What follows belongs to an exercise in optimizing a design on an open flow for small area and a short achievable clock period; a production flow would make more cautious choices. Only simulation tests tie the RTL to the original design; equivalence was not proved. No activity file was given, so power comes from the tool's default toggle rates.

// neuron_pe
module neuron_pe
(
	input  logic     clock,
	input  logic     reset,
	input  logic [2:0]  ctrl,
	input  logic        output_ctrl,
	input  logic [31:0] data_in,
	output logic [31:0] data_out,
	output logic     data_out_valid
);
Size: about 2900 cells after synthesis, ~1000 flip-flops.
clock: 8.0 ns
lec_check: 0
cap_margin: 0
core_margin: 2
core_utilization: 40
cts_buf_list: sky130_fd_sc_hd__clkbuf_8
cts_cluster_diameter: 50
cts_cluster_size: 20
place_density: 0.75
setup_slack_margin: 4.5
slew_margin: 0
tns_end_percent: 1
standard.sh (not shown) runs the stock make flow with config.mk's settings and CLKGATE_MAP_FILE= SYNTH_SCRIPT=/design/flow/synth_recipe.tcl, a recipe that flattens the netlist after the stock synthesis.
==> flow/flow/run.sh <==
#!/bin/bash
# Layout flow: the standard layout (standard.sh, ORFS), with
# - the pins of the combinational input-to-output path placed next to each
#   other (flow/io_group.tcl, run just before ORFS places the pins);
# - plain buffers (buf_2) as the port buffers, which the resizer then sizes,
#   instead of the delay cells buffer_ports picks by default.
set -euo pipefail
here=$(pwd)
cts="-sink_clustering_enable -repair_clock_nets -sink_clustering_size 20 -sink_clustering_max_diameter 50 -buf_list sky130_fd_sc_hd__clkbuf_8 -dont_use_dummy_load"
bash standard.sh finish \
	PRE_IO_PLACEMENT_TCL="$here/flow/io_group.tcl" \
	CTS_ARGS="$cts" \
	BUFFER_PORTS_ARGS="-inputs -outputs -buffer_cell sky130_fd_sc_hd__buf_2" \
	> "$here/standard.log" 2>&1
==> flow/flow/io_group.tcl <==
# The only input-to-output path, ctrl and output_ctrl to data_out_valid,
# is purely combinational; keep its five pins next to each other so that
# their port buffers and the gate between them sit together.
set_io_pin_constraint -group -order -pin_names {ctrl[0] ctrl[1] ctrl[2] output_ctrl data_out_valid}
The baseline completed with no timing, DRC or antenna violations.
Edit:
--- a/flow/flow/run.sh
+++ b/flow/flow/run.sh
@@ -7,5 +7,5 @@
 set -euo pipefail
 here=$(pwd)
-cts="-sink_clustering_enable -repair_clock_nets -sink_clustering_size 20 -sink_clustering_max_diameter 50 -buf_list sky130_fd_sc_hd__clkbuf_8 -dont_use_dummy_load"
+cts="-sink_clustering_enable -repair_clock_nets -sink_clustering_size 32 -sink_clustering_max_diameter 50 -buf_list sky130_fd_sc_hd__clkbuf_16 -dont_use_dummy_load"
 bash standard.sh finish \
 	PRE_IO_PLACEMENT_TCL="$here/flow/io_group.tcl" \
CAP_MARGIN = 20   (was 0)
PLACE_DENSITY = unset   (was 0.75)
SLEW_MARGIN = 20   (was 0)
Result: The new run ran to the end with no violations; non-clock buffer count increases by 21; setup slack improves by 0.020 ns; fmax is higher slightly.
Edit:
--- a/flow/flow/run.sh
+++ b/flow/flow/run.sh
@@ -7,5 +7,5 @@
 set -euo pipefail
 here=$(pwd)
-cts="-sink_clustering_enable -repair_clock_nets -sink_clustering_size 32 -sink_clustering_max_diameter 50 -buf_list sky130_fd_sc_hd__clkbuf_16 -dont_use_dummy_load"
+cts="-sink_clustering_enable -repair_clock_nets -sink_clustering_size 20 -sink_clustering_max_diameter 50 -buf_list sky130_fd_sc_hd__clkbuf_8 -dont_use_dummy_load"
 bash standard.sh finish \
 	PRE_IO_PLACEMENT_TCL="$here/flow/io_group.tcl" \
CAP_MARGIN = 0   (was 20)
GPL_TIMING_DRIVEN = 0   (was unset)
SLEW_MARGIN = 0   (was 20)
The changed run finished but fails on capacitance limit, slew limit. Wire length climbs by 11%. Final area hardly moves. Critical path depth stays the same. Combinational power grows by 12%. Worst setup slack is worse by 0.048 ns. Total power went down by 11%. Fmax shrinks by 1.3%. Register-to-register slack got worse by 0.11 ns. Clock skew came out higher by 0.015 ns. Flip-flop and latch count does not change. Synthesized area stays the same.
Edit:
==> flow/flow/run.sh (replaced) <==
#!/bin/bash
# Layout flow: the standard layout (standard.sh, ORFS), with the pins
# of the combinational input-to-output path placed next to each other
# (flow/io_group.tcl, run just before ORFS places the pins).
set -euo pipefail
here=$(pwd)
bash standard.sh finish PRE_IO_PLACEMENT_TCL="$here/flow/io_group.tcl" > "$here/standard.log" 2>&1
CAP_MARGIN = 20   (was 0)
CTS_BUF_LIST = sky130_fd_sc_hd__clkbuf_4 sky130_fd_sc_hd__clkbuf_8   (was sky130_fd_sc_hd__clkbuf_8)
GPL_TIMING_DRIVEN = unset   (was 0)
SLEW_MARGIN = 20   (was 0)
Effect: The new run produced a clean layout. Power grows by about 9%. Clock skew fell by 0.072 ns. Wire length is lower by 10%. Global-route usage shrinks by 2.3 points. First-iteration DRC count is lower by 23%. Combinational power falls by 7.2%.

## static timing again, ports no longer ideal
In the flow no input, the clock included, has a driving cell. The finished layouts below were timed again as built, in two steps. Step 1 (the two cells are an assumption about what drives the block):
set clk [get_ports {clock}]
set_driving_cell -lib_cell sky130_fd_sc_hd__clkbuf_16 $clk
set_driving_cell -lib_cell sky130_fd_sc_hd__buf_2 [delete_from_list [all_inputs] $clk]
Step 2 moves the port delays by t, midway between the first and last clock arrival at a register: inputs arrive t later, outputs are due t later. That takes back most of the time a late clock gives input paths. Slacks: ideal ports / drivers / drivers and shift; pairs: ideal ports / drivers.
run | t (ns) | slack for setup (ns) | worst hold slack (ns)
the first run | 0.755 | 4.271 / 4.270 / 3.777 | 0.437 / 0.437 / 0.437
the second run | 0.726 | 4.291 / 4.243 / 3.771 | 0.469 / 0.469 / 0.469
the third run | 0.833 | 4.242 / 4.203 / 4.015 | 0.506 / 0.506 / 0.506
the fourth run | 0.853 | 4.303 / 4.264 / 3.602 | 0.462 / 0.462 / 0.462
The setup slack of the fourth run, which loses most, moves by -0.039 ns with the drivers and by -0.701 ns with both steps.
